This is an optimization exercise on Yosys and OpenROAD, whose aim is small area, not a production implementation.
Only simulation tests tie the RTL to the original design; equivalence was not proved.
No driver is modelled on the clock port, so clocking that relies on it looks cheaper here than on a real chip.
Power is estimated from default activity; no workload was simulated.

==> flow/design.v <==
`default_nettype none
package cpu_pkg;
	localparam logic [2:0] C_NOP  = 3'b000;
	localparam logic [2:0] C_ALU  = 3'b001;
	localparam logic [2:0] C_ADDI = 3'b010;
	localparam logic [2:0] C_BEQ  = 3'b100;
	localparam logic [2:0] C_LWI  = 3'b110;
	localparam logic [2:0] C_SWI  = 3'b111;
endpackage
`default_nettype wire
`default_nettype none
module aoi222 (
	input  logic a1, b1, a2, b2, a3, b3,
	output logic y
);
	assign y = !((a1 && b1) || (a2 && b2) || (a3 && b3));
endmodule
module sel35 (
	input  logic [34:0]      s,
	input  logic [35*32-1:0] d,
	output logic [31:0]      q
);
	logic [31:0] t [12];
	for (genvar k = 0; k < 11; k++) begin : g_k
		for (genvar j = 0; j < 32; j++) begin : g_j
			aoi222 u (
				.a1(s[3*k]),     .b1(d[(3*k)*32 + j]),
				.a2(s[3*k + 1]), .b2(d[(3*k + 1)*32 + j]),
				.a3(s[3*k + 2]), .b3(d[(3*k + 2)*32 + j]),
				.y(t[k][j])
			);
		end
	end
	for (genvar j = 0; j < 32; j++) begin : g_l
		aoi222 u (
			.a1(s[33]), .b1(d[33*32 + j]),
			.a2(s[34]), .b2(d[34*32 + j]),
			.a3(1'b0),  .b3(1'b0),
			.y(t[11][j])
		);
	end
	always_comb begin
		q = '0;
		for (int k = 0; k < 12; k++) q = q | ~t[k];
	end
endmodule
`default_nettype wire
`default_nettype none
module alu_bit (
	input  logic a, b2, im,
	input  logic sub, use_imm,
	input  logic c,
	input  logic e_p, e_c, e_g, e_st,
	output logic p, g, r
);
	logic bx;
	assign bx = use_imm ? im : (b2 ^ sub);
	assign p  = a ^ bx;
	assign g  = a & bx;
	assign r  = (p & e_p) ^ ((c & e_c) | (g & e_g) | (b2 & e_st));
endmodule
module ao21 (
	input  logic a, b, c,
	output logic y
);
	assign y = (a && b) || c;
endmodule
module an2 (
	input  logic a, b,
	output logic y
);
	assign y = a && b;
endmodule
module bk32 (
	input  logic [31:0] p,
	input  logic [31:0] g,
	input  logic        ci,
	output logic [31:0] co
);
	logic [31:0] gl [6];
	logic [31:0] pl [6];
	logic [31:0] gd [5];
	assign pl[0] = p;
	ao21 u_g0 (.a(p[0]), .b(ci), .c(g[0]), .y(gl[0][0]));
	assign gl[0][31:1] = g[31:1];
	for (genvar l = 1; l <= 5; l++) begin : g_up
		for (genvar i = 0; i < 32; i++) begin : g_i
			if ((i % (1 << l)) == (1 << l) - 1) begin : g_n
				ao21 ug (.a(pl[l-1][i]), .b(gl[l-1][i - (1 << (l-1))]), .c(gl[l-1][i]), .y(gl[l][i]));
				if (i != (1 << l) - 1) begin : g_pp
					an2 up (.a(pl[l-1][i]), .b(pl[l-1][i - (1 << (l-1))]), .y(pl[l][i]));
				end else begin : g_np
					assign pl[l][i] = 1'b0;
				end
			end else begin : g_p
				assign gl[l][i] = gl[l-1][i];
				assign pl[l][i] = pl[l-1][i];
			end
		end
	end
	assign gd[4] = gl[5];
	for (genvar l = 3; l >= 0; l--) begin : g_dn
		for (genvar i = 0; i < 32; i++) begin : g_i
			if (i >= (3 << l) - 1 && ((i + 1 - (1 << l)) % (2 << l)) == 0 && i != 31) begin : g_n
				ao21 ug (.a(pl[l][i]), .b(gd[l+1][i - (1 << l)]), .c(gd[l+1][i]), .y(gd[l][i]));
			end else begin : g_p
				assign gd[l][i] = gd[l+1][i];
			end
		end
	end
	assign co = gd[0];
endmodule
`default_nettype wire
`default_nettype none
module pipeline_top (
	input  logic        clk,
	input  logic        rst_n,
	input  logic [31:0] instruction,
	output logic        im_read,
	output logic [9:0]  im_address,
	output logic        dm_read,
	output logic        dm_write,
	output logic [11:0] dm_address,
	output logic [31:0] dm_in,
	input  logic [31:0] dm_out,
	output logic        alu_overflow
);
	logic [9:0]  pc;
	logic        fetch_active;
	logic [2:0]  id_cls;        
	logic [25:0] id_ins;        
	logic        ex_wr, ex_load, ex_store, ex_ovf;
	logic [4:0]  ex_dest;
	logic [31:0] ex_w;          
	logic [11:0] ex_a;          
	logic        mem_wr, mem_load, mem_store;
	logic [4:0]  mem_dest;
	logic [31:0] mem_w;
	logic [11:0] mem_a;
	logic [31:0] regs [32];
	logic        c_alu, c_addi, c_lwi, c_swi, c_beq, use_imm;
	logic [4:0]  ra, rt, rb, s2;
	logic [4:0]  sub_op;
	logic [31:0] imm;
	assign c_alu   = id_cls == cpu_pkg::C_ALU;
	assign c_addi  = id_cls == cpu_pkg::C_ADDI;
	assign c_lwi   = id_cls == cpu_pkg::C_LWI;
	assign c_swi   = id_cls == cpu_pkg::C_SWI;
	assign c_beq   = id_cls == cpu_pkg::C_BEQ;
	assign use_imm = c_addi | c_lwi | c_swi;
	assign rt     = id_ins[25:21];
	assign ra     = id_ins[20:16];
	assign rb     = id_ins[15:11];
	assign sub_op = id_ins[4:0];
	assign imm    = {{16{id_ins[15]}}, id_ins[15:0]};
	assign s2     = c_alu ? rb : rt;
	logic [31:0] mem_val, a, b2;
	logic        wr_mem, fx_a, fx_b, fm_a, fm_b, fr_a, fr_b;
	logic [31:0] sel_a, sel_b;
	assign wr_mem = mem_wr || mem_load;
	assign fx_a = ex_wr && ex_dest == ra;
	assign fx_b = ex_wr && ex_dest == s2;
	assign fm_a = !fx_a && wr_mem && mem_dest == ra;
	assign fm_b = !fx_b && wr_mem && mem_dest == s2;
	assign fr_a = !fx_a && !fm_a;
	assign fr_b = !fx_b && !fm_b;
	logic [35*32-1:0] rd_d;
	logic [34:0]      rd_sa, rd_sb;
	always_comb begin
		for (int i = 0; i < 32; i++) begin
			rd_d[i*32 +: 32] = regs[i];
			sel_a[i] = fr_a && ra == 5'(i);
			sel_b[i] = fr_b && s2 == 5'(i);
		end
		rd_d[32*32 +: 32] = ex_w;
		rd_d[33*32 +: 32] = dm_out;
		rd_d[34*32 +: 32] = mem_w;
		rd_sa = {fm_a && !mem_load, fm_a && mem_load, fx_a, sel_a};
		rd_sb = {fm_b && !mem_load, fm_b && mem_load, fx_b, sel_b};
	end
	sel35 rd_a (.s(rd_sa), .d(rd_d), .q(a));
	sel35 rd_b (.s(rd_sb), .d(rd_d), .q(b2));
	assign mem_val = (dm_out & {32{mem_load}}) | (mem_w & {32{!mem_load && rst_n}});
	logic stall;
	assign stall = ex_load && (ex_dest == ra || ex_dest == s2);
	logic        is_sub, alu_ok;
	logic        e_p, e_c, e_g, e_st;
	logic [31:0] p, g, co, c, result;
	logic [31:0] imm_x;
	assign is_sub = c_alu && sub_op[2:0] == 3'd1;
	assign alu_ok = c_alu && sub_op <= 5'd4;
	assign e_st = c_swi;
	assign e_c  = !c_swi && !(c_alu && (sub_op[2] || sub_op[1]));
	assign e_p  = !c_swi && !(c_alu && sub_op[1] && !sub_op[0]);
	assign e_g  = c_alu && sub_op[1];
	assign imm_x = imm;
	for (genvar i = 0; i < 32; i++) begin : g_alu
		alu_bit u (
			.a(a[i]), .b2(b2[i]), .im(imm_x[i]), .sub(is_sub), .use_imm(use_imm),
			.c(c[i]), .e_p(e_p), .e_c(e_c), .e_g(e_g), .e_st(e_st),
			.p(p[i]), .g(g[i]), .r(result[i])
		);
	end
	bk32 u_carry (.p(p), .g(g), .ci(is_sub), .co(co));
	assign c = {co[30:0], is_sub};
	logic ovf;
	assign ovf = (use_imm || (c_alu && sub_op[4:1] == 4'd0)) && !p[31] && (c[31] != a[31]);
	logic [11:0] addr;
	assign addr = p[11:0] ^ c[11:0];
	logic taken;
	assign taken = c_beq && !stall && (p == 32'd0);
	always_ff @(posedge clk or negedge rst_n) begin
		if (!rst_n) begin
			pc <= '0;
		end else if (!stall) begin
			pc <= taken ? pc + imm[9:0] + 10'h3ff : pc + 10'd1;
		end
	end
	always_ff @(posedge clk or negedge rst_n) begin
		if (!rst_n) fetch_active <= 1'b0;
		else        fetch_active <= 1'b1;
	end
	logic [2:0] if_cls;
	always_comb begin
		case (instruction[31:26])
			6'd0:    if_cls = cpu_pkg::C_ALU;
			6'd8:    if_cls = cpu_pkg::C_ADDI;
			6'd2:    if_cls = cpu_pkg::C_LWI;
			6'd3:    if_cls = cpu_pkg::C_SWI;
			6'd4:    if_cls = cpu_pkg::C_BEQ;
			default: if_cls = cpu_pkg::C_NOP;
		endcase
	end
	always_ff @(posedge clk or negedge rst_n) begin
		if (!rst_n)      id_cls <= cpu_pkg::C_NOP;
		else if (!stall) id_cls <= taken ? cpu_pkg::C_NOP : if_cls;
	end
	always_ff @(posedge clk) begin
		if (!stall) id_ins <= instruction[25:0];
	end
	always_ff @(posedge clk or negedge rst_n) begin
		if (!rst_n) begin
			ex_wr    <= 1'b0;
			ex_load  <= 1'b0;
			ex_store <= 1'b0;
			ex_ovf   <= 1'b0;
		end else begin
			ex_wr    <= !stall && (alu_ok || c_addi);
			ex_load  <= !stall && c_lwi;
			ex_store <= !stall && c_swi;
			ex_ovf   <= !stall && ovf;
		end
	end
	always_ff @(posedge clk) begin
		ex_dest <= rt;
		ex_w    <= result;
		ex_a    <= addr;
	end
	always_ff @(posedge clk or negedge rst_n) begin
		if (!rst_n) begin
			mem_wr    <= 1'b0;
			mem_load  <= 1'b0;
			mem_store <= 1'b0;
		end else begin
			mem_wr    <= ex_wr;
			mem_load  <= ex_load;
			mem_store <= ex_store;
		end
	end
	always_ff @(posedge clk) begin
		mem_dest <= ex_dest;
		mem_w    <= ex_w;
		mem_a    <= ex_a;
	end
	always_ff @(posedge clk) begin
		for (int i = 0; i < 32; i++) begin
			if (!rst_n || ((mem_wr || mem_load) && mem_dest == 5'(i))) regs[i] <= mem_val;
		end
	end
	assign im_read      = fetch_active;
	assign im_address   = pc;
	assign dm_read      = mem_load;
	assign dm_write     = mem_store;
	assign dm_address   = mem_a;
	assign dm_in        = mem_w;
	assign alu_overflow = ex_ovf;
endmodule
`default_nettype wire
==> flow/run.sh <==
#!/bin/bash
# synth_recipe.tcl (not shown) runs the flow's synth.tcl, then flattens the netlist and writes it again
# the make line also repeats each setting of config.mk as NAME=value (left out here)
make -C /OpenROAD-flow-scripts/flow DESIGN_CONFIG=/design/flow/config.mk WORK_HOME=/design/flow/orfs CLKGATE_MAP_FILE= SYNTH_SCRIPT=/design/flow/synth_recipe.tcl finish
==> flow/config.mk <==
export PLATFORM = sky130hd
export DESIGN_NAME = pipeline_top
export DESIGN_NICKNAME = pipeline_top
export VERILOG_FILES = /design/flow/design.v
export SDC_FILE = /design/flow/constraint.sdc
export NUM_CORES = 4
export LEC_CHECK = 0
export CAP_MARGIN = 20
export CORE_MARGIN = 2
export CORE_UTILIZATION = 55
export CTS_BUF_LIST = sky130_fd_sc_hd__clkbuf_4 sky130_fd_sc_hd__clkbuf_8
export CTS_CLUSTER_SIZE = 20
export SETUP_SLACK_MARGIN = 0.1
export SLEW_MARGIN = 20
export SYNTH_HIERARCHICAL = 1
export SYNTH_MINIMUM_KEEP_SIZE = 0
==> flow/constraint.sdc <==
create_clock -name core_clock -period 8.0 [get_ports {clk}]
set_input_delay 1.6000 -clock core_clock [delete_from_list [all_inputs] [get_ports {clk}]]
set_output_delay 1.6000 -clock core_clock [all_outputs]
set_load 0.01 [all_outputs]
==> metrics.md, run 1 <==
| Metric | Value |
|---|---|
| Outcome | `no timing/DRC/antenna violations` |
| Detailed Route WL | `192 mm` |
| Vias in the first global route | `37300` |
| Met3 WL post-DR | `28.7 mm` |
| DRC viols | `0` |
| Per-cell routed wire length | `39.5 um` |
| DR WL met2 | `83.3 mm` |
| Crit path kind | `reg2reg` |
| IO buf count | `123` |
| Met1 WL | `63.8 mm` |
| Vias per cell | `7.97` |
| Worst relative slew slack | `22.5%` |
| Die height | `302 um` |
| Final worst-path setup slack | `0.334 ns` |
| DR top layer | `met5` |
| Post-CTS Setup Repair Bufs | `0` |
| DP Worst Slack | `0.491 ns` |
| Sw Ratio | `29.5%` |
| Row cnt | `109` |
| Hold slack | `0.326 ns` |
| Endpoint class of the critical path | `flip-flop` |
| Worst Skew | `0.0540 ns` |
| Clk sink count | `1169` |
| Hold Path Class | `reg2reg` |
| Logic gate share of total power | `16.6%` |
| Worst endpoint required time | `8.79 ns` |
| Final core occ | `65.0%` |
| Antenna Violating Nets Remaining | `0` |
| Later-pin clock latency in the skew report | `0.89 ns` |
| Crit-path cells | `or3b_4 > mux2i_1 > xor2_1 > nand4_1 > a2bb2o_2 > buf_12 > nor2_2 > buf_4 > a222oi_1 > nand4_1 > or3_1 > xnor2_1 > o21ai_0 > ha_1 > and2_1 > a21o_1 > a21o_1 > a21o_1 > a21o_1 > a21o_1 > a21o_1 > a21o_1 > a222oi_1 > xor2_1` |
| Fmax | `0.130 GHz` |
| RSZ-0062 raised after global routing | `no` |
| Inserted Clock Buffers | `188` |
| Tcrit/Tclk final | `95.8%` |
| Tightest Pin Transition | `1.16 ns` |
| Bufs on Longest Clock Path | `3` |
| Largest net degree at the start of global routing | `66` |
| Final Setup Violations | `0` |
| Internal power | `0.0123 W` |
| Routability Congestion | `1.02` |
| VDD IR max | `238 uV` |
| Crit path time final | `7.67 ns` |
| Max-slew violations | `0` |
| Placed Instances | `4512` |
| Pleak | `19.9 nW` |
| Worst-path clk slew | `0.06 ns` |
| Setup TNS | `0 ns` |
| Global-route wire length before repair | `266 mm` |
| 1st-iter DRT viols | `10800` |
| CP most frequent cell | `a21o_1` |
| Die footprint | `0.0913 sq mm` |
| Mapped Cells | `3046` |
| Initial antenna violation count | `5` |
| Mapped cell area | `0.0489 sq mm` |
| Io pins | `124` |
| Max-cap violations | `0` |
| Initial Utilization | `55.4%` |
| Layout cell share with drive strength beyond 1 | `16.0%` |
| Core area | `0.0882 sq mm` |
| Psw | `0.00515 W` |
| Overflow after GRT | `0` |
| GRT Util Overall | `41.4%` |
| Yosys Warn Count | `17` |
| Syn_area_per_cell | `16.0 sq um` |
| Worst Path Arrival | `8.45 ns` |
| Clock share of power | `30.2%` |
| Synth-to-Final Area Change | `17.4%` |
| CP peak stage delay | `0.56 ns` |
| Crit path launch type | `flip-flop` |
| DR pass1 iterations | `12` |
| Die Wd | `302 um` |
| Vias | `38800` |
| Sequential share of power | `53.2%` |
| H-tree depth | `4` |
| Slowest cell on crit path | `or3b_4` |
| Post-route non-filler standard cell count | `4868` |
| HPWL after DPL | `117 mm` |
| TritonCTS clock tree | `yes` |
| Clock root buffer | `clkbuf_8` |
| Final Hold Fails | `0` |
| Nets@finish | `3657` |
| PwrDens | `304 mW/mm^2` |
| CP max FO | `32` |
## metrics by stage
stage	total power, W	instance area (sq um)
detailed placement	0.0122	53400
CTS	0.0174	57300
global placement	0.0120	53400
floorplan	0.0107	49300
global route	0.0180	57400
finish	0.0174	57400
## repair_timing
item	CTS	global route
hold buffers	0	0
gates resized for setup	0	1
endpoints found under the setup margin	0	1
## final cells by class
cell class                 count  area (sq um)
antenna                        7          17.5
clock buffer                 270          3390
clock inverter                76           498
fill                        6359         30900
inverter                      42           158
multi-input combinational   1888         15600
sequential                  1169         34000
tap                         1165          1460
timing repair buffer         251          2240
## cell usage in the layout (no fill, tap or decap), types with 55 or more instances in the layout
cell	n
a21o_1	55
a222oi_1	800
buf_4	124
clkbuf_8	218
clkdlybuf4s50_1	122
conb_1	129
dfxtp_1	98
edfxtp_1	1050
nand2_1	120
nand4_1	197
or3_1	67
## worst paths after layout
check | start | endpoint | slack, ns | depth (start not counted)
worst max-delay path | id_cls[0] | ex_w[31] | 0.33 | 24
worst min-delay path | ex_a[9] | mem_a[9] | 0.33 | 0
worst max register to register | id_cls[0] | ex_w[31] | 0.33 | 24
worst min register to register | ex_a[9] | mem_a[9] | 0.33 | 0
max in group asynchronous | rst_n | mem_wr | 5.99 | 2
min in group asynchronous | rst_n | mem_store | 0.65 | 1
## critical path: cells and delay by family (launching register included)
family | cells | cell delay [ns]
AO/OA/AOI/OAI | 11 | 3.08
buffers and inverters | 2 | 0.64
adder cells (fa/ha/maj) | 1 | 0.33
AND/OR/NAND/NOR | 6 | 2.17
XOR/XNOR | 3 | 0.56
multiplexers | 1 | 0.29
flip-flops | 1 | 0.52
## power by group through the flow
stage	sequential (W)	clock, W	combinational [W]
2_1_floorplan	0.00901	0	0.00170
3_3_place_gp	0.00928	0	0.00275
3_5_place_dp	0.00935	0	0.00281
4_1_cts	0.00924	0.00530	0.00282
5_1_grt	0.00937	0.00558	0.00304
6_report	0.00928	0.00527	0.00290
## flip-flops by register name, indices dropped and copies added (netlist names), 3 cells and up
signal    flops
regs       1024
ex_w         32
mem_w        32
id_ins       26
ex_a         12
mem_a        12
pc           10
ex_dest       5
mem_dest      5
id_cls        3
## per-layer routing
layer,vias to the layer above,global-route usage [%]
met5,-,0
met1,18800,53.2
li1,15200,-
met3,744,10.7
met4,2,31.5
met2,3963,60.5
==> inputs of run 2 (changes only) <==
--- a/flow/design.v
+++ b/flow/design.v
@@ -15,12 +15,18 @@
 );
 	assign y = !((a1 && b1) || (a2 && b2) || (a3 && b3));
 endmodule
-module sel35 (
-	input  logic [34:0]      s,
-	input  logic [35*32-1:0] d,
+module hold_ld (
+	input  logic q, hold, d, load,
+	output logic y
+);
+	assign y = (q && hold) || (d && load);
+endmodule
+module sel34 (
+	input  logic [33:0]      s,
+	input  logic [34*32-1:0] d,
 	output logic [31:0]      q
 );
-	logic [31:0] t [12];
+	logic [31:0] t [11];
 	for (genvar k = 0; k < 11; k++) begin : g_k
 		for (genvar j = 0; j < 32; j++) begin : g_j
 			aoi222 u (
@@ -31,17 +37,9 @@
 			);
 		end
 	end
-	for (genvar j = 0; j < 32; j++) begin : g_l
-		aoi222 u (
-			.a1(s[33]), .b1(d[33*32 + j]),
-			.a2(s[34]), .b2(d[34*32 + j]),
-			.a3(1'b0),  .b3(1'b0),
-			.y(t[11][j])
-		);
-	end
-	always_comb begin
-		q = '0;
-		for (int k = 0; k < 12; k++) q = q | ~t[k];
+	always_comb begin
+		q = d[33*32 +: 32] & {32{s[33]}};
+		for (int k = 0; k < 11; k++) q = q | ~t[k];
 	end
 endmodule
 `default_nettype wire
@@ -164,8 +162,8 @@
 	assign fm_b = !fx_b && wr_mem && mem_dest == s2;
 	assign fr_a = !fx_a && !fm_a;
 	assign fr_b = !fx_b && !fm_b;
-	logic [35*32-1:0] rd_d;
-	logic [34:0]      rd_sa, rd_sb;
+	logic [34*32-1:0] rd_d;
+	logic [33:0]      rd_sa, rd_sb;
 	always_comb begin
 		for (int i = 0; i < 32; i++) begin
 			rd_d[i*32 +: 32] = regs[i];
@@ -173,13 +171,12 @@
 			sel_b[i] = fr_b && s2 == 5'(i);
 		end
 		rd_d[32*32 +: 32] = ex_w;
-		rd_d[33*32 +: 32] = dm_out;
-		rd_d[34*32 +: 32] = mem_w;
-		rd_sa = {fm_a && !mem_load, fm_a && mem_load, fx_a, sel_a};
-		rd_sb = {fm_b && !mem_load, fm_b && mem_load, fx_b, sel_b};
-	end
-	sel35 rd_a (.s(rd_sa), .d(rd_d), .q(a));
-	sel35 rd_b (.s(rd_sb), .d(rd_d), .q(b2));
+		rd_d[33*32 +: 32] = mem_val;
+		rd_sa = {fm_a, fx_a, sel_a};
+		rd_sb = {fm_b, fx_b, sel_b};
+	end
+	sel34 rd_a (.s(rd_sa), .d(rd_d), .q(a));
+	sel34 rd_b (.s(rd_sb), .d(rd_d), .q(b2));
 	assign mem_val = (dm_out & {32{mem_load}}) | (mem_w & {32{!mem_load && rst_n}});
 	logic stall;
 	assign stall = ex_load && (ex_dest == ra || ex_dest == s2);
@@ -210,11 +207,8 @@
 	logic taken;
 	assign taken = c_beq && !stall && (p == 32'd0);
 	always_ff @(posedge clk or negedge rst_n) begin
-		if (!rst_n) begin
-			pc <= '0;
-		end else if (!stall) begin
-			pc <= taken ? pc + imm[9:0] + 10'h3ff : pc + 10'd1;
-		end
+		if (!rst_n) pc <= '0;
+		else        pc <= taken ? pc + imm[9:0] + 10'h3ff : pc + {9'd0, !stall};
 	end
 	always_ff @(posedge clk or negedge rst_n) begin
 		if (!rst_n) fetch_active <= 1'b0;
@@ -272,10 +266,21 @@
 		mem_w    <= ex_w;
 		mem_a    <= ex_a;
 	end
-	always_ff @(posedge clk) begin
+	logic [31:0] rf_ld, rf_hold;
+	logic [31:0] regs_d [32];
+	always_comb begin
 		for (int i = 0; i < 32; i++) begin
-			if (!rst_n || ((mem_wr || mem_load) && mem_dest == 5'(i))) regs[i] <= mem_val;
-		end
+			rf_ld[i]   = !rst_n || (wr_mem && mem_dest == 5'(i));
+			rf_hold[i] = rst_n && !(wr_mem && mem_dest == 5'(i));
+		end
+	end
+	for (genvar i = 0; i < 32; i++) begin : g_rf
+		for (genvar j = 0; j < 32; j++) begin : g_b
+			hold_ld u (.q(regs[i][j]), .hold(rf_hold[i]), .d(mem_val[j]), .load(rf_ld[i]), .y(regs_d[i][j]));
+		end
+	end
+	always_ff @(posedge clk) begin
+		for (int i = 0; i < 32; i++) regs[i] <= regs_d[i];
 	end
 	assign im_read      = fetch_active;
 	assign im_address   = pc;
--- a/flow/config.mk
+++ b/flow/config.mk
@@ -8,9 +8,10 @@
 export CAP_MARGIN = 20
 export CORE_MARGIN = 2
 export CORE_UTILIZATION = 55
-export CTS_BUF_LIST = sky130_fd_sc_hd__clkbuf_4 sky130_fd_sc_hd__clkbuf_8
+export CTS_BUF_LIST = sky130_fd_sc_hd__clkbuf_8 sky130_fd_sc_hd__clkbuf_16
+export CTS_CLUSTER_DIAMETER = 100
 export CTS_CLUSTER_SIZE = 20
-export SETUP_SLACK_MARGIN = 0.1
+export SETUP_SLACK_MARGIN = 0.3
 export SLEW_MARGIN = 20
 export SYNTH_HIERARCHICAL = 1
 export SYNTH_MINIMUM_KEEP_SIZE = 0
==> run 2 against run 1 <==
Against the previous run: still clean on timing, DRC and antenna; cell count up 12%; sequential share of layout area down 15 points; register-to-register slack worse by 0.06 ns; global-route usage increased by 6.6 points; fmax shrank 0.73%; sequential power down 7.0%; area after synthesis fell by 4.1%; die area down 4.1%; utilization down 1.8 points; combinational power grew 23%; critical path depth down 2; largest power group unchanged.
==> metrics.md, run 2 <==
| Metric | Value |
|---|---|
| TritonCTS clock tree | `yes` |
| Most flop-heavy register | `regs` |
| Crit-path cells | `xnor2_1 > nand3_1 > nor3_1 > and2_2 > nor3b_1 > nand3b_1 > nor2_4 > a222oi_1 > nand4_1 > a2111o_1 > ha_1 > a21o_1 > a21o_1 > a21o_1 > a21o_1 > a21o_1 > a21o_1 > a21o_1 > a21o_1 > a21o_1 > xnor2_1 > a2111oi_0` |
| Slowest cell on crit path | `nor2_4` |
| Outcome | `no timing/DRC/antenna violations` |
| PwrDens | `296 mW/mm^2 (-2.7%)` |
| VDD IR max | `193 uV (-19%)` |
| Worst relative slew slack | `13.5% (-9.1 points)` |
| Clock root buffer | `clkbuf_16` |
| Bufs on Longest Clock Path | `3 (unchanged)` |
| Clk sink count | `1169 (unchanged)` |
| Row cnt | `107 (-1.8%)` |
| Final Setup Violations | `0 (unchanged)` |
| DRC viols | `0 (unchanged)` |
| Max-slew violations | `0 (unchanged)` |
| HPWL after DPL | `134 mm (+15%)` |
| CP max FO | `32 (unchanged)` |
| Routability Congestion | `0.980 (-3.8%)` |
| Tcrit/Tclk final | `96.5% (+0.70 points)` |
| Final worst-path setup slack | `0.278 ns (-0.0563 ns)` |
| CP peak stage delay | `1.07 ns (+0.51 ns)` |
| Final Hold Fails | `0 (unchanged)` |
| Per-cell routed wire length | `40.2 um (+2.0%)` |
| Die footprint | `0.0876 sq mm (-4.1%)` |
| Yosys Warn Count | `19 (+2)` |
| Max reg flops | `1024 (unchanged)` |
| Crit path launch type | `flip-flop` |
| Syn_area_per_cell | `11.9 sq um (-26%)` |
| Antenna Violating Nets Remaining | `0 (unchanged)` |
| Worst Path Arrival | `8.24 ns (-0.21 ns)` |
| Critical Path Stages | `22 (-8.3%)` |
| Placed Instances | `5364 (+19%)` |
| DP Worst Slack | `0.151 ns (-0.340 ns)` |
| Psw | `0.00526 W (+2.1%)` |
| WP buf/inv | `0 (-2)` |
| RSZ-0062 raised after global routing | `no` |
| Crit path time final | `7.72 ns (+0.0563 ns)` |
| Most common cell after layout, fill and taps aside | `dfxtp_1` |
| Vias in the first global route | `42400 (+14%)` |
| Logic gate share of total power | `22.6% (+6.0 points)` |
| Later-pin clock latency in the skew report | `0.68 ns (-0.21 ns)` |
| Clock share of power | `22.9% (-7.3 points)` |
| Post-route non-filler standard cell count | `5464 (+12%)` |
| Worst-path clk slew | `0.09 ns (+0.03 ns)` |
| Io pins | `124 (unchanged)` |
| Worst endpoint required time | `8.52 ns (-0.27 ns)` |
| Vias per cell | `8.46 (+6.2%)` |
| Endpoint class of the critical path | `flip-flop` |
| Cts hold-fix bufs | `0 (unchanged)` |
| Internal power | `0.0106 W (-14%)` |
| Global-route wire length before repair | `306 mm (+15%)` |
| Initial antenna violation count | `11 (+6)` |
| H-tree depth | `3 (-1)` |
| Detailed Route WL | `220 mm (+14%)` |
| Die height | `296 um (-2.0%)` |
| Critical Path Start | `id_ins[19]` |
| Initial Utilization | `55.3% (-0.085 points)` |
| GRT Util Overall | `47.9% (+6.6 points)` |
| Reg2reg setup slack | `0.28 ns (-0.06 ns)` |
| Largest net degree at the start of global routing | `61 (-7.6%)` |
| Fmax | `0.130 GHz (-0.73%)` |
| Mapped cell area | `0.0469 sq mm (-4.1%)` |
| R2r endpoint | `ex_ovf` |
| 1st-iter DRT viols | `10700 (-0.66%)` |
| Most frequent cells in the layout | `dfxtp_1, a22o_1, a222oi_1, buf_4, nand4_1` |
| Hold Path Class | `reg2reg` |
| DR pass1 iterations | `15 (+3)` |
| Layout cell share with drive strength beyond 1 | `9.33% (-6.7 points)` |
| Regs by FF count | `regs x1024, ex_w x32, mem_w x32` |
| Max-cap violations | `0 (unchanged)` |
| Synth-to-Final Area Change | `14.3%` |
| CP Capture Point | `ex_ovf` |
| Nets@finish | `4423 (+21%)` |
| Setup TNS | `0 ns (unchanged)` |
| Tightest Pin Transition | `1.30 ns (+0.136 ns)` |
| Overflow after GRT | `0 (unchanged)` |
| Die Wd | `296 um (-2.0%)` |
| Mapped Cells | `3948 (+30%)` |
| Vias | `46200 (+19%)` |
| Core area | `0.0847 sq mm (-4.0%)` |
| Inserted Clock Buffers | `68 (-64%)` |
| R2R cell count | `22 (-8.3%)` |
| Crit path kind | `reg2reg` |
| CP most frequent cell | `a21o_1` |
| Cell family with most CP delay | `compound AO/OA/AOI/OAI gates` |
| Pleak | `20.5 nW (+3.2%)` |
| Worst r2r src | `id_ins[19]` |
| Worst Skew | `0.0449 ns (-0.00905 ns)` |
| Sw Ratio | `33.2% (+3.7 points)` |
| IO buf count | `123 (unchanged)` |
| Sequential share of power | `54.5% (+1.3 points)` |
-- run 2: changes by cell type in the layout (fill, tap and decap cells not counted), moves of 66 or more --
cell,delta
nand4_1,-66
a22o_1,+1047
edfxtp_1,-1024
clkbuf_8,-218
dfxtp_1,+1024
buf_4,+68
conb_1,-128
clkbuf_16,+71
-- run 2: per-stage QoR --
stage | hold WS, ns | power, W | util [%] | cell area (sq um)
6_report | 0.332 | 0.0158 | 63.2 | 53600
5_1_grt | 0.336 | 0.0163 | 63.2 | 53600
4_1_cts | 0.334 | 0.0156 | 63.0 | 53400
3_5_place_dp | 0.312 | 0.0121 | 60.8 | 51500
3_3_place_gp | 0.312 | 0.0120 | 60.8 | 51500
2_1_floorplan | 0.310 | 0.0105 | - | 46900
-- run 2: cell type report --
type                       count  area, sq um
sequential                  1169        23800
clock inverter                13         66.3
tap                         1144         1430
fill                        6829        31200
multi-input combinational   2673        23500
clock buffer                  71         1780
inverter                      75          282
timing repair buffer         318         2750
antenna                        1         2.50
-- run 2: worst reg2reg max path, cell delays in order (launching register included) --
cell and delay [ns]:
edfxtp_1 0.88, xnor2_1 0.17, nand3_1 0.11, nor3_1 0.13, and2_2 0.27, nor3b_1 0.54, nand3b_1 0.41, nor2_4 1.07
a222oi_1 0.37, nand4_1 0.32, a2111o_1 0.23, ha_1 0.33, a21o_1 0.24, a21o_1 0.23, a21o_1 0.25, a21o_1 0.26
a21o_1 0.30, a21o_1 0.25, a21o_1 0.23, a21o_1 0.19, a21o_1 0.23, xnor2_1 0.16, a2111oi_0 0.39
-- run 2: timing repair --
action,in CTS,in global routing
buffers inserted,4,2
gates resized for setup,2,10
cloned,4,3
pin swaps,5,6
setup endpoints to repair,2,17
-- run 2: worst min-delay path by stage --
stage,from,end,cells past startpoint
after CTS,ex_a[8],mem_a[8],0
after detailed placement,ex_a[1],mem_a[1],0
after global routing,ex_a[8],mem_a[8],0
after floorplan,ex_a[0],mem_a[0],0
final,ex_a[8],mem_a[8],0
after global placement,ex_a[0],mem_a[0],0
-- run 2: metal layers --
layer  GRT usage (%)  wire [um]  vias up
met1            61.9      78600    22300
li1                -          -    18500
met5               0         98        -
met2            65.8      86000     4454
met3            18.5      36700      988
met4            32.4      18400       16
-- run 2: power groups by stage --
| stage | clock network [W] | logic (W) | registers, W |
|---|---|---|---|
| finish | 0.00363 | 0.00358 | 0.00863 |
| global route | 0.00381 | 0.00373 | 0.00878 |
| CTS | 0.00361 | 0.00344 | 0.00855 |
| detailed placement | 0 | 0.00342 | 0.00865 |
| global placement | 0 | 0.00336 | 0.00863 |
| floorplan | 0 | 0.00216 | 0.00836 |
==> inputs of run 3 (changes only) <==
==> flow/flow/run.sh (new file) <==
#!/bin/bash
set -euo pipefail
HERE=$(pwd)
RESULTS=$HERE/orfs/results/sky130hd/pipeline_top/base
BASE="-sink_clustering_enable -repair_clock_nets -dont_use_dummy_load"
KNOBS=("BUFFER_PORTS_ARGS=-buffer_cell sky130_fd_sc_hd__buf_1")

cts_try() {
  bash standard.sh "CTS_ARGS=$BASE $1" "${KNOBS[@]}" cts > "standard_make_cts_$2.log" 2>&1
  RESULTS=$RESULTS LIB=$FLOW_HOME/platforms/sky130hd/lib/sky130_fd_sc_hd__tt_025C_1v80.lib \
    openroad -no_init -exit flow/clkslew.tcl > "clkslew_$2.log" 2>&1
  awk '/^CLKSLEW/ {print $2}' "clkslew_$2.log"
}

S=$(cts_try "-sink_clustering_size 25 -sink_clustering_max_diameter 120 -buf_list {sky130_fd_sc_hd__clkbuf_8 sky130_fd_sc_hd__clkbuf_16}" a)
echo "clock slew a: $S" >> run_notes.log
if ! awk -v s="$S" 'BEGIN { exit !(s != "" && s + 0 > 0 && s + 0 < 0.115) }'; then
  rm -f "$RESULTS"/4_*
  S=$(cts_try "-sink_clustering_size 20 -sink_clustering_max_diameter 100 -buf_list {sky130_fd_sc_hd__clkbuf_16}" b)
  echo "clock slew b: $S" >> run_notes.log
  if ! awk -v s="$S" 'BEGIN { exit !(s != "" && s + 0 > 0 && s + 0 < 0.115) }'; then
    rm -f "$RESULTS"/4_*
    cts_try "-sink_clustering_size 20 -buf_list {sky130_fd_sc_hd__clkbuf_4 sky130_fd_sc_hd__clkbuf_8}" c >> run_notes.log
  fi
fi

bash standard.sh "CTS_ARGS=$BASE" "${KNOBS[@]}" finish > standard_make.log 2>&1
==> flow/flow/clkslew.tcl (new file) <==
# worst flip-flop clock-pin slew after CTS, from placement parasitics
set R $::env(RESULTS)
read_liberty $::env(LIB)
read_db $R/4_1_cts.odb
read_sdc $R/4_cts.sdc
source $::env(FLOW_HOME)/platforms/sky130hd/setRC.tcl
set_propagated_clock [all_clocks]
estimate_parasitics -placement
set worst 0
foreach pin [get_pins -hierarchical */CLK] {
  foreach e {rise fall} {
    foreach an {min max} {
      set s [get_property $pin slew_${an}_$e]
      if {$s > $worst} { set worst $s }
    }
  }
}
puts "CLKSLEW $worst"
==> flow/standard.sh (new file) <==
#!/bin/bash
# synth_recipe.tcl (not shown) runs the flow's synth.tcl, then flattens the netlist and writes it again
# the make line also repeats each setting of config.mk as NAME=value (left out here)
make -C /OpenROAD-flow-scripts/flow DESIGN_CONFIG=/design/flow/config.mk WORK_HOME=/design/flow/orfs CLKGATE_MAP_FILE= SYNTH_SCRIPT=/design/flow/synth_recipe.tcl "${@:-finish}"
==> flow/config.mk (replaced) <==
export PLATFORM = sky130hd
export DESIGN_NAME = pipeline_top
export DESIGN_NICKNAME = pipeline_top
export VERILOG_FILES = /design/flow/design.v
export SDC_FILE = /design/flow/constraint.sdc
export NUM_CORES = 4
export LEC_CHECK = 0
export CAP_MARGIN = 10
export CORE_MARGIN = 2
export CORE_UTILIZATION = 55
export SETUP_SLACK_MARGIN = 0.3
export SLEW_MARGIN = 10
export SYNTH_HIERARCHICAL = 1
export SYNTH_MINIMUM_KEEP_SIZE = 0
removed: flow/run.sh
==> run 3 against run 2 <==
Against the previous run: still clean; setup slack better by 0.14 ns; non-clock buffer count is 5 higher; register-to-register slack better by 0.14 ns; cell area is 2.2% lower; utilization is 1.4 points lower; fmax is 1.8% higher; global-route usage is 0.20 points lower; worst hold slack better by 0.0052 ns.
==> metrics.md, run 3 <==
| Metric | Value |
|---|---|
| Outcome | `no timing/DRC/antenna violations` |
| Total power | `0.0152 W (-4.4%)` |
| Die height | `296 um (unchanged)` |
| RSZ-0062 raised after global routing | `no` |
| Antenna Violating Nets Remaining | `0 (unchanged)` |
| Vias | `46300 (+0.24%)` |
| PwrDens | `289 mW/mm^2 (-2.3%)` |
| Global-route wire length before repair | `306 mm (+0.18%)` |
| IO buf count | `123 (unchanged)` |
| Row cnt | `107 (unchanged)` |
| Worst r2r src | `id_cls[1]` |
| Largest net degree at the start of global routing | `65 (+6.6%)` |
| Crit path time final | `7.59 ns (-0.136 ns)` |
| Per-cell routed wire length | `40.0 um (-0.46%)` |
| Hold Path Class | `reg2reg` |
| Clock root buffer | `clkbuf_16` |
| Max-cap violations | `0 (unchanged)` |
| Met1 Use GR | `63.1% (+1.3 points)` |
| Die footprint | `0.0876 sq mm (unchanged)` |
| Mapped cell area | `0.0469 sq mm (unchanged)` |
| DRC viols | `0 (unchanged)` |
| GRT Util Overall | `47.7% (-0.20 points)` |
| TritonCTS clock tree | `yes` |
| Vias per cell | `8.52 (+0.65%)` |
| CP peak stage delay | `0.62 ns (-0.45 ns)` |
| Most frequent cells in the layout | `dfxtp_1, a22o_1, a222oi_1, buf_4, nand4_1` |
| Initial antenna violation count | `9 (-2)` |
| Worst Path Arrival | `8.17 ns (-0.07 ns)` |
| Hold_sp | `ex_a[2]` |
| Max reg flops | `1024 (unchanged)` |
| DP Worst Slack | `0.0983 ns (-0.0526 ns)` |
| Final Setup Violations | `0 (unchanged)` |
| 1st-iter DRT viols | `11900 (+12%)` |
| Initial Utilization | `55.3% (unchanged)` |
| Endpoint class of the critical path | `flip-flop` |
| Later-pin clock latency in the skew report | `0.68 ns (about the same)` |
| Final worst-path setup slack | `0.414 ns (+0.136 ns)` |
| Most flop-heavy register | `regs` |
| Design area | `0.0524 sq mm (-2.2%)` |
| Regs by FF count | `regs x1024, ex_w x32, mem_w x32` |
| Clk sink count | `1169 (unchanged)` |
| Placed cell area | `0.0507 sq mm (-1.5%)` |
| Tcrit/Tclk final | `94.8% (-1.7 points)` |
| H-tree depth | `2 (-1)` |
| Nets@finish | `4414 (-0.20%)` |
| Crit path launch type | `flip-flop` |
| DR pass1 iterations | `14 (-1)` |
| WP buf/inv | `3 (+3)` |
| Fmax | `0.132 GHz (+1.8%)` |
| CP max FO | `14 (-56%)` |
| GR met2 Demand/Resource | `65.9% (about the same)` |
| Met3 usage | `16.2% (-2.4 points)` |
| Crit path kind | `reg2reg` |
| GR peak layer | `met2` |
| VDD IR max | `245 uV (+27%)` |
| Worst Skew | `0.0553 ns (+0.0104 ns)` |
| Vias in the first global route | `42000 (-0.77%)` |
| Worst relative slew slack | `8.20% (-5.3 points)` |
| Cell family with most CP delay | `compound AO/OA/AOI/OAI gates` |
| Most common cell after layout, fill and taps aside | `dfxtp_1` |
| Synth-to-Final Area Change | `11.8%` |
| Routability Congestion | `0.975 (-0.46%)` |
| Worst-path clk slew | `0.10 ns (about the same)` |
| Layout cell share with drive strength beyond 1 | `9.13% (-0.20 points)` |
| Pleak | `19.9 nW (-2.9%)` |
| Bufs on Longest Clock Path | `3 (unchanged)` |
| Slowest cell on crit path | `a2111o_1` |
| Core area | `0.0847 sq mm (unchanged)` |
| Inserted Clock Buffers | `52 (-24%)` |
| Worst endpoint required time | `8.58 ns (+0.06 ns)` |
| Tightest Pin Transition | `1.38 ns (+0.0805 ns)` |
| Reg2reg setup slack | `0.41 ns (+0.14 ns)` |
| Hold slack | `0.337 ns (+0.00524 ns)` |
| Setup TNS | `0 ns (unchanged)` |
| Io pins | `124 (unchanged)` |
| Die Wd | `296 um (unchanged)` |
| Detailed Route WL | `218 mm (-0.86%)` |
| Yosys Warn Count | `19 (unchanged)` |
| CP most frequent cell | `a21o_1` |
| HPWL after DPL | `132 mm (-0.83%)` |
| Mapped Cells | `3948 (unchanged)` |
| Overflow after GRT | `0 (unchanged)` |
| Syn_area_per_cell | `11.9 sq um (unchanged)` |
| Final Hold Fails | `0 (unchanged)` |
| Max-slew violations | `0 (unchanged)` |
| Critical Path Start | `id_cls[1]` |
[run 3: area by class of cell]
| type | count | area, sq um |
|---|---|---|
| Fill cell | 7026 | 32300 |
| Timing Repair Buffer | 323 | 2070 |
| Multi-Input combinational cell | 2675 | 23600 |
| Inverter | 75 | 282 |
| Clock buffer | 52 | 1300 |
| Antenna cell | 4 | 10.0 |
| Tap cell | 1144 | 1430 |
| Sequential cell | 1169 | 23800 |
[run 3: routing by layer]
| layer | wire length, um | part of all wire, % |
|---|---|---|
| met1 | 77700 | 36 |
| met2 | 85800 | 39 |
| met3 | 36500 | 17 |
| met4 | 17800 | 8.1 |
| met5 | 78 | 0.036 |
[run 3: timing repair]
| item | in CTS | in global routing |
|---|---|---|
| setup endpoints to repair | 2 | 24 |
| buffers inserted | 16 | 7 |
| pin swaps | 15 | 3 |
| gates cloned | 9 | 0 |
| hold buffers | 0 | 0 |
| resized for setup | 9 | 8 |
[run 3: final timing paths]
path	end	depth (start not counted)
worst max-delay path	ex_w[31]	26
worst min-delay path	mem_a[2]	0
worst max register to register	ex_w[31]	26
worst min register to register	mem_a[2]	0
max in group asynchronous	id_cls[0]	1
min in group asynchronous	pc[9]	1
[run 3: power by group]
group	total [W]	internal, W	switching (W)	leakage [nW]
Sequential	0.00864	0.00736	0.00128	9.70
Combinational	0.00346	0.00151	0.00196	9.56
Clock	0.00304	0.00117	0.00188	0.641
Total	0.0152	0.0100	0.00512	19.9
[run 3: through the flow]
stage | util, % | cells
2_1_floorplan | - | 3948
3_3_place_gp | 59.9 | 5354
3_5_place_dp | 59.9 | 5354
4_1_cts | 61.7 | 5431
5_1_grt | 61.8 | 5438
6_report | 61.9 | 5442
==> inputs of run 4 (changes only) <==
--- a/flow/design.v
+++ b/flow/design.v
@@ -155,11 +155,12 @@
 	logic [31:0] mem_val, a, b2;
 	logic        wr_mem, fx_a, fx_b, fm_a, fm_b, fr_a, fr_b;
 	logic [31:0] sel_a, sel_b;
+	logic        fxr_a, fxr_b, fmr_a, fmr_b;
 	assign wr_mem = mem_wr || mem_load;
-	assign fx_a = ex_wr && ex_dest == ra;
-	assign fx_b = ex_wr && ex_dest == s2;
-	assign fm_a = !fx_a && wr_mem && mem_dest == ra;
-	assign fm_b = !fx_b && wr_mem && mem_dest == s2;
+	assign fx_a = fxr_a;
+	assign fx_b = fxr_b;
+	assign fm_a = !fx_a && fmr_a;
+	assign fm_b = !fx_b && fmr_b;
 	assign fr_a = !fx_a && !fm_a;
 	assign fr_b = !fx_b && !fm_b;
 	logic [34*32-1:0] rd_d;
@@ -179,7 +180,6 @@
 	sel34 rd_b (.s(rd_sb), .d(rd_d), .q(b2));
 	assign mem_val = (dm_out & {32{mem_load}}) | (mem_w & {32{!mem_load && rst_n}});
 	logic stall;
-	assign stall = ex_load && (ex_dest == ra || ex_dest == s2);
 	logic        is_sub, alu_ok;
 	logic        e_p, e_c, e_g, e_st;
 	logic [31:0] p, g, co, c, result;
@@ -232,6 +232,26 @@
 	always_ff @(posedge clk) begin
 		if (!stall) id_ins <= instruction[25:0];
 	end
+	logic [4:0] n_ra, n_s2;
+	logic       n_wr;
+	assign n_ra = stall ? ra : instruction[20:16];
+	assign n_s2 = stall ? s2 : ((instruction[31:26] == 6'd0) ? instruction[15:11] : instruction[25:21]);
+	assign n_wr = !stall && (alu_ok || c_addi);
+	always_ff @(posedge clk or negedge rst_n) begin
+		if (!rst_n) begin
+			fxr_a <= 1'b0;
+			fxr_b <= 1'b0;
+			fmr_a <= 1'b0;
+			fmr_b <= 1'b0;
+			stall <= 1'b0;
+		end else begin
+			fxr_a <= n_wr && rt == n_ra;
+			fxr_b <= n_wr && rt == n_s2;
+			fmr_a <= (ex_wr || ex_load) && ex_dest == n_ra;
+			fmr_b <= (ex_wr || ex_load) && ex_dest == n_s2;
+			stall <= !stall && c_lwi && (rt == n_ra || rt == n_s2);
+		end
+	end
 	always_ff @(posedge clk or negedge rst_n) begin
 		if (!rst_n) begin
 			ex_wr    <= 1'b0;
@@ -239,7 +259,7 @@
 			ex_store <= 1'b0;
 			ex_ovf   <= 1'b0;
 		end else begin
-			ex_wr    <= !stall && (alu_ok || c_addi);
+			ex_wr    <= n_wr;
 			ex_load  <= !stall && c_lwi;
 			ex_store <= !stall && c_swi;
 			ex_ovf   <= !stall && ovf;
==> run 4 against run 3 <==
Against the previous run: the layout now fails its checks (max-capacitance violations); critical path depth down 5; setup slack worse by 0.024 ns; flip-flop and latch count up 5; critical endpoint unchanged; largest power group unchanged.
==> metrics.md, run 4 <==
| Metric | Value |
|---|---|
| Worst endpoint required time | `8.61 ns (+0.03 ns)` |
| Nets@finish | `4439 (+0.57%)` |
| Worst r2r src | `id_cls[0]` |
| WP buf/inv | `0 (-3)` |
| Mapped Cells | `3993 (+1.1%)` |
| Reg2reg setup slack | `0.39 ns (-0.02 ns)` |
| Max reg flops | `1024 (unchanged)` |
| Tcrit/Tclk final | `95.1% (+0.30 points)` |
| DR pass1 iterations | `15 (+1)` |
| Core area | `0.0851 sq mm (+0.47%)` |
| Outcome | `complete, but fails checks` |
| H-tree depth | `2 (unchanged)` |
| Final Setup Violations | `0 (unchanged)` |
| Vias in the first global route | `42100 (+0.064%)` |
| Clock share of power | `21.0% (+0.9 points)` |
| CP most frequent cell | `a21o_1` |
| DRC viols | `0 (unchanged)` |
| Worst Path Arrival | `8.22 ns (+0.05 ns)` |
| Worst-path clk slew | `0.10 ns (about the same)` |
| Die Wd | `297 um (+0.36%)` |
| 1st-iter DRT viols | `11300 (-5.5%)` |
| Initial Utilization | `55.5% (+0.14 points)` |
| Die height | `297 um (+0.36%)` |
| Syn_area_per_cell | `11.8 sq um (-0.40%)` |
| Per-cell routed wire length | `39.8 um (-0.63%)` |
| RSZ-0062 raised after global routing | `no` |
| Io pins | `124 (unchanged)` |
| Cell family with most CP delay | `compound AO/OA/AOI/OAI gates` |
| Synth-to-Final Area Change | `11.2%` |
| Fmax | `0.131 GHz (-0.31%)` |
| Most common cell after layout, fill and taps aside | `dfxtp_1` |
| Initial antenna violation count | `8 (-1)` |
| Sequential share of power | `54.7% (-2.3 points)` |
| CP peak stage delay | `1.15 ns (+0.53 ns)` |
| Layout Check Fails | `max-capacitance violations` |
| Inserted Clock Buffers | `52 (unchanged)` |
| Critical Path Stages | `21 (-19%)` |
| Slowest cell on crit path | `nor2_4` |
| Layout cell share with drive strength beyond 1 | `8.66% (-0.47 points)` |
| CP Capture Point | `ex_w[31]` |
| Fill cells | `7045 (+0.27%)` |
| Most frequent cells in the layout | `dfxtp_1, a22o_1, a222oi_1, buf_4, nand4_1` |
| Overflow after GRT | `0 (unchanged)` |
| Die footprint | `0.0882 sq mm (+0.73%)` |
| Max-slew violations | `0 (unchanged)` |
| Sw Ratio | `34.2% (+0.36 points)` |
| Crit path time final | `7.61 ns (+0.0237 ns)` |
| Psw | `0.00497 W (-2.9%)` |
| Vias | `46300 (-0.15%)` |
| TritonCTS clock tree | `yes` |
| GRT Util Overall | `46.0% (-1.8 points)` |
| HPWL after DPL | `136 mm (+2.6%)` |
| Yosys Warn Count | `19 (unchanged)` |
| Global-route wire length before repair | `302 mm (-1.3%)` |
| Detailed Route WL | `217 mm (-0.21%)` |
| Crit-path cells | `nor3b_4 > mux2i_1 > nand2_1 > nor2_4 > a222oi_1 > nand4_1 > a2111o_1 > xnor2_1 > o21ai_0 > ha_1 > a21o_1 > a21o_1 > a21o_1 > a21o_1 > a21o_1 > a21o_1 > a21o_1 > a21o_1 > a21o_1 > a222oi_1 > xor2_1` |
| Later-pin clock latency in the skew report | `0.70 ns (+0.02 ns)` |
| Bufs on Longest Clock Path | `3 (unchanged)` |
| Endpoint class of the critical path | `flip-flop` |
| Hold slack | `0.333 ns (-0.00399 ns)` |
| Tightest Pin Transition | `1.50 ns (+0.122 ns)` |
| R2R cell count | `21 (-19%)` |
| Setup TNS | `0 ns (unchanged)` |
| Max-cap violations | `1 (+1)` |
| VDD IR max | `242 uV (-1.4%)` |
| Most flop-heavy register | `regs` |
| IO buf count | `123 (unchanged)` |
| Pleak | `19.9 nW (-0.24%)` |
| Mapped cell area | `0.0472 sq mm (+0.74%)` |
| Largest net degree at the start of global routing | `66 (+1.5%)` |
| Routability Congestion | `0.996 (+2.1%)` |
| Final core occ | `61.6% (-0.22 points)` |
| Internal power | `0.00958 W (-4.5%)` |
| PwrDens | `277 mW/mm^2 (-4.1%)` |
| Hold Path Class | `reg2reg` |
| Clock root buffer | `clkbuf_16` |
| CP max FO | `32 (+18)` |
| Worst relative slew slack | `0.0549% (-8.1 points)` |
| Critical Path Start | `id_cls[0]` |
| R2r endpoint | `ex_w[31]` |
| Logic gate share of total power | `24.2% (+1.3 points)` |
| Row cnt | `107 (unchanged)` |
| Crit path kind | `reg2reg` |
| Clk sink count | `1174 (+0.43%)` |
| Crit path launch type | `flip-flop` |
| Regs by FF count | `regs x1024, ex_w x32, mem_w x32` |
| Antenna Violating Nets Remaining | `0 (unchanged)` |
| Vias per cell | `8.47 (-0.57%)` |
| Final Hold Fails | `0 (unchanged)` |
| Worst Skew | `0.0418 ns (-0.0135 ns)` |
-- run 4: repair_timing --
item / in CTS / in global routing
setup buffers: 0 / 5
setup endpoints to repair: 0 / 6
gates resized for setup: 0 / 9
hold endpoints to repair: 0 / 0
hold buffers: 0 / 0
-- run 4: worst min path at each step --
stage,from,endpoint,slack (ns),cells past startpoint
2_1_floorplan,ex_a[0],mem_a[0],0.31,0
3_3_place_gp,ex_a[11],mem_a[11],0.31,0
3_5_place_dp,ex_a[0],mem_a[0],0.31,0
4_1_cts,ex_a[4],mem_a[4],0.33,0
5_1_grt,ex_a[4],mem_a[4],0.34,0
6_report,ex_a[3],mem_a[3],0.33,0
-- run 4: power by group through the flow --
stage / combinational (W) / sequential [W] / clock, W
CTS: 0.00338 / 0.00790 / 0.00304
detailed placement: 0.00338 / 0.00802 / 0
global placement: 0.00332 / 0.00801 / 0
floorplan: 0.00212 / 0.00778 / 0
finish: 0.00353 / 0.00797 / 0.00306
global route: 0.00367 / 0.00806 / 0.00323
-- run 4: stage by stage --
stage | area, sq um | worst slack (ns) | cells | power [W]
6_report | 52500 | 0.391 | 5465 | 0.0146
5_1_grt | 52500 | 0.332 | 5463 | 0.0150
4_1_cts | 52300 | 0.617 | 5446 | 0.0143
3_5_place_dp | 51000 | 0.676 | 5394 | 0.0114
3_3_place_gp | 51000 | 0.856 | 5394 | 0.0113
2_1_floorplan | 47200 | 1.37 | 3993 | 0.00991
-- run 4: layer usage --
metal	GRT usage (%)	vias up	wire length, um
met5	1.52	-	251
met4	27.9	18	18000
met3	17.1	883	35200
met2	64.1	4207	85100
met1	60.1	22500	78900
li1	-	18600	-
-- run 4: final cells by class --
| cell class | instances | area [sq um] | share of cell area, % |
|---|---|---|---|
| sequential | 1174 | 23900 | 45.5 |
| clock buffer | 52 | 1300 | 2.48 |
| timing repair buffer | 303 | 1850 | 3.53 |
| tap | 1144 | 1430 | 2.73 |
| inverter | 78 | 293 | 0.558 |
| antenna | 2 | 5.00 | 0.00954 |
| multi-input combinational | 2712 | 23700 | 45.2 |
==> inputs of run 5 (changes only) <==
==> flow/flow/run.sh (replaced) <==
#!/bin/bash
set -euo pipefail
HERE=$(pwd)
RESULTS=$HERE/orfs/results/sky130hd/pipeline_top/base
BASE="-sink_clustering_enable -repair_clock_nets -dont_use_dummy_load"
KNOBS=("BUFFER_PORTS_ARGS=-buffer_cell sky130_fd_sc_hd__buf_1")

cts_try() {
  bash standard.sh "CTS_ARGS=$BASE $1" "${KNOBS[@]}" cts > "standard_make_cts_$2.log" 2>&1
  RESULTS=$RESULTS LIB=$FLOW_HOME/platforms/sky130hd/lib/sky130_fd_sc_hd__tt_025C_1v80.lib \
    openroad -no_init -exit flow/clkslew.tcl > "clkslew_$2.log" 2>&1
  awk '/^CLKSLEW/ {print $2}' "clkslew_$2.log"
}

ok() { awk -v s="$1" 'BEGIN { exit !(s != "" && s + 0 > 0 && s + 0 < 0.110) }'; }
S=$(cts_try "-sink_clustering_size 30 -sink_clustering_max_diameter 100 -buf_list {sky130_fd_sc_hd__clkbuf_16}" a)
echo "clock slew a: $S" >> run_notes.log
if ! ok "$S"; then
  rm -f "$RESULTS"/4_*
  S=$(cts_try "-sink_clustering_size 25 -sink_clustering_max_diameter 120 -buf_list {sky130_fd_sc_hd__clkbuf_8 sky130_fd_sc_hd__clkbuf_16}" b)
  echo "clock slew b: $S" >> run_notes.log
  if ! ok "$S"; then
    rm -f "$RESULTS"/4_*
    S=$(cts_try "-sink_clustering_size 20 -sink_clustering_max_diameter 100 -buf_list {sky130_fd_sc_hd__clkbuf_16}" c)
    echo "clock slew c: $S" >> run_notes.log
    if ! ok "$S"; then
      rm -f "$RESULTS"/4_*
      cts_try "-sink_clustering_size 20 -buf_list {sky130_fd_sc_hd__clkbuf_4 sky130_fd_sc_hd__clkbuf_8}" d >> run_notes.log
    fi
  fi
fi

bash standard.sh "CTS_ARGS=$BASE" "${KNOBS[@]}" finish > standard_make.log 2>&1
--- a/flow/config.mk
+++ b/flow/config.mk
@@ -5,10 +5,10 @@
 export SDC_FILE = /design/flow/constraint.sdc
 export NUM_CORES = 4
 export LEC_CHECK = 0
-export CAP_MARGIN = 10
+export CAP_MARGIN = 20
 export CORE_MARGIN = 2
 export CORE_UTILIZATION = 55
 export SETUP_SLACK_MARGIN = 0.3
-export SLEW_MARGIN = 10
+export SLEW_MARGIN = 20
 export SYNTH_HIERARCHICAL = 1
 export SYNTH_MINIMUM_KEEP_SIZE = 0
==> run 5 against run 4 <==
Against the previous run: highest routed layer unchanged; area after synthesis unchanged; critical path depth did not move; now clean on timing, DRC and antenna; die area unchanged; largest cell class unchanged; cell count is essentially flat; worst hold slack better by 0.0014 ns; count of clock-buffer cells in the layout unchanged; register-to-register slack better by 0.10 ns; routed wire length is 0.46% higher; largest power group unchanged; global-route usage is essentially flat; synthesized cell count is the same.
==> metrics.md, run 5 <==
| Metric | Value |
|---|---|
| Fmax | `0.133 GHz (+1.4%)` |
| HPWL after DPL | `136 mm (about the same)` |
| Pleak | `19.9 nW (about the same)` |
| PwrDens | `277 mW/mm^2 (about the same)` |
| Overflow after GRT | `0 (unchanged)` |
| Outcome | `no timing/DRC/antenna violations` |
| Crit path time final | `7.51 ns (-0.104 ns)` |
| Detailed Route WL | `218 mm (+0.46%)` |
| Final Hold Fails | `0 (unchanged)` |
| DP Worst Slack | `0.638 ns (-0.0375 ns)` |
| Crit path launch type | `flip-flop` |
| Die Wd | `297 um (unchanged)` |
| Crit path kind | `reg2reg` |
| Max-cap violations | `0 (-1)` |
| Tightest Pin Transition | `1.31 ns (-0.185 ns)` |
| Nets@finish | `4441 (+0.045%)` |
| Most flop-heavy register | `regs` |
| RSZ-0062 raised after global routing | `no` |
| Routability Congestion | `0.996 (unchanged)` |
| Vias in the first global route | `42200 (+0.37%)` |
| Critical Path Start | `id_cls[0]` |
| Final worst-path setup slack | `0.494 ns (+0.104 ns)` |
| Most frequent cells in the layout | `dfxtp_1, a22o_1, a222oi_1, buf_4, nand4_1` |
| Bufs on Longest Clock Path | `3 (unchanged)` |
| Layout cell share with drive strength beyond 1 | `8.70% (+0.042 points)` |
| Core area | `0.0851 sq mm (unchanged)` |
| Max-slew violations | `0 (unchanged)` |
| DRC viols | `0 (unchanged)` |
| R2R cell count | `21 (unchanged)` |
| Final Setup Violations | `0 (unchanged)` |
| Tcrit/Tclk final | `93.8% (-1.3 points)` |
| Worst Path Arrival | `8.16 ns (-0.06 ns)` |
| Clock root buffer | `clkbuf_16` |
| Setup TNS | `0 ns (unchanged)` |
| Worst r2r src | `id_cls[0]` |
| Later-pin clock latency in the skew report | `0.72 ns (+0.02 ns)` |
| Max reg flops | `1024 (unchanged)` |
| Fill cells | `7128 (+1.2%)` |
| DR pass1 iterations | `13 (-2)` |
| Inserted Clock Buffers | `52 (unchanged)` |
| Row cnt | `107 (unchanged)` |
| R2r endpoint | `ex_w[31]` |
| Hold slack | `0.334 ns (+0.00144 ns)` |
| Antenna Violating Nets Remaining | `0 (unchanged)` |
| Initial Utilization | `55.5% (unchanged)` |
| Initial antenna violation count | `14 (+6)` |
| Vias | `46300 (+0.16%)` |
| Die footprint | `0.0882 sq mm (unchanged)` |
| Hold Path Class | `reg2reg` |
| IO buf count | `123 (unchanged)` |
| TritonCTS clock tree | `yes` |
| 1st-iter DRT viols | `11300 (+0.52%)` |
| Syn_area_per_cell | `11.8 sq um (unchanged)` |
| Worst relative slew slack | `12.4% (+12 points)` |
| Mapped Cells | `3993 (unchanged)` |
| Largest net degree at the start of global routing | `66 (unchanged)` |
| Global-route wire length before repair | `303 mm (+0.31%)` |
| Worst-path clk slew | `0.11 ns (about the same)` |
| Clk sink count | `1174 (unchanged)` |
| CP Capture Point | `ex_w[31]` |
| Per-cell routed wire length | `40.0 um (+0.42%)` |
| Regs by FF count | `regs x1024, ex_w x32, mem_w x32` |
| Endpoint class of the critical path | `flip-flop` |
| Mapped cell area | `0.0472 sq mm (unchanged)` |
| Die height | `297 um (unchanged)` |
| Synth-to-Final Area Change | `11.3%` |
| Worst endpoint required time | `8.65 ns (+0.04 ns)` |
| VDD IR max | `238 uV (-1.7%)` |
| Vias per cell | `8.48 (+0.12%)` |
| Most common cell after layout, fill and taps aside | `dfxtp_1` |
| Yosys Warn Count | `19 (unchanged)` |
| H-tree depth | `2 (unchanged)` |
| GRT Util Overall | `46.0% (about the same)` |
| CP max FO | `21 (-34%)` |
| Io pins | `124 (unchanged)` |
| Reg2reg setup slack | `0.49 ns (+0.10 ns)` |
| Worst Skew | `0.0991 ns (+0.0573 ns)` |
[run 5: cell count changes in the layout (fill, tap and decap cells not counted), sizes merged]
cell,change
nor2,+3
buf,-1
[run 5: repair_timing]
item	CTS	global route
setup endpoints to repair	0	1
buffers inserted	0	2
hold buffers	0	0
resized for setup	0	9
[run 5: area by class of cell]
cell class | instances | area (sq um) | area share [%]
sequential | 1174 | 23900 | 45.5
multi-input combinational | 2715 | 23700 | 45.2
timing repair buffer | 302 | 1890 | 3.59
tap | 1144 | 1430 | 2.72
clock buffer | 52 | 1300 | 2.48
inverter | 78 | 293 | 0.557
antenna | 2 | 5.00 | 0.00953
[run 5: stage by stage]
stage               utilization (%)  cells  area (sq um)  power, W
floorplan                         -   3993         47200   0.00991
global placement               59.9   5394         51000    0.0113
detailed placement             59.9   5394         51000    0.0114
CTS                            61.4   5446         52300    0.0143
global route                   61.7   5465         52500    0.0150
finish                         61.7   5467         52500    0.0146
[run 5: how the worst min path moves through the flow]
stage,from,end,slack [ns],cells past startpoint
CTS,ex_a[4],mem_a[4],0.33,0
finish,ex_a[4],mem_a[4],0.33,0
global placement,ex_a[11],mem_a[11],0.31,0
detailed placement,ex_a[0],mem_a[0],0.31,0
global route,ex_a[4],mem_a[4],0.34,0
floorplan,ex_a[0],mem_a[0],0.31,0
[run 5: routing by layer]
metal  vias up  track usage [%]  share of wire [%]
li1      18600                -                  -
met1     22500             60.9                 36
met2      4270             63.6                 39
met3       921             16.2                 17
met4        20             28.8                8.3
met5         -             1.30               0.11
[run 5: critical path: stages, from the launching register on]
cell and delay [ns]:
dfrtp_1 0.56, nor3b_2 0.71, mux2i_1 0.61, or2_4 0.54
nor2_4 0.24, buf_16 0.23, a222oi_1 0.59, nand4_1 0.55
a2111o_1 0.60, xnor2_1 0.15, o21ai_0 0.10, ha_1 0.40
and2_1 0.20, a21o_1 0.19, a21o_1 0.16, a21o_1 0.23
a21o_1 0.24, a21o_1 0.20, a21o_1 0.18, a21o_1 0.19
a222oi_1 0.40, xor2_1 0.19
[run 5: power by group]
| part | switching [W] | total (W) | internal [W] |
|---|---|---|---|
| sequential | 0.000957 | 0.00797 | 0.00701 |
| combinational | 0.00213 | 0.00354 | 0.00141 |
| clock | 0.00189 | 0.00305 | 0.00116 |

## re-timing with driven ports
Ports are ideal in the flow. The routed layouts listed here were re-timed in OpenROAD.
Step 1 (the two cells are an assumption about what drives the block):
set clk [get_ports {clk}]
set_driving_cell -lib_cell sky130_fd_sc_hd__clkbuf_16 $clk
set_driving_cell -lib_cell sky130_fd_sc_hd__buf_2 [delete_from_list [all_inputs] $clk]
Step 2 times the ports against the registers' clock, not the clock port: input delays grow and output delays shrink by t, the midpoint of the rising clock arrivals with the driver on.
Slacks: no drivers / after step 1 / after step 2; pairs: no drivers / after step 1.
run	shift t [ns]	setup WS [ns]	latest minus earliest clock arrival (ns)	worst slew at a driven data input, ns
run 1	0.927	0.334 / 0.334 / 0.334	0.055 / 0.055	0.06
run 2	0.730	0.278 / 0.278 / 0.278	0.045 / 0.045	0.08
run 3	0.732	0.414 / 0.414 / 0.414	0.055 / 0.056	0.04
run 4	0.757	0.391 / 0.391 / 0.391	0.041 / 0.042	0.04
run 5	0.740	0.494 / 0.494 / 0.494	0.099 / 0.099	0.04
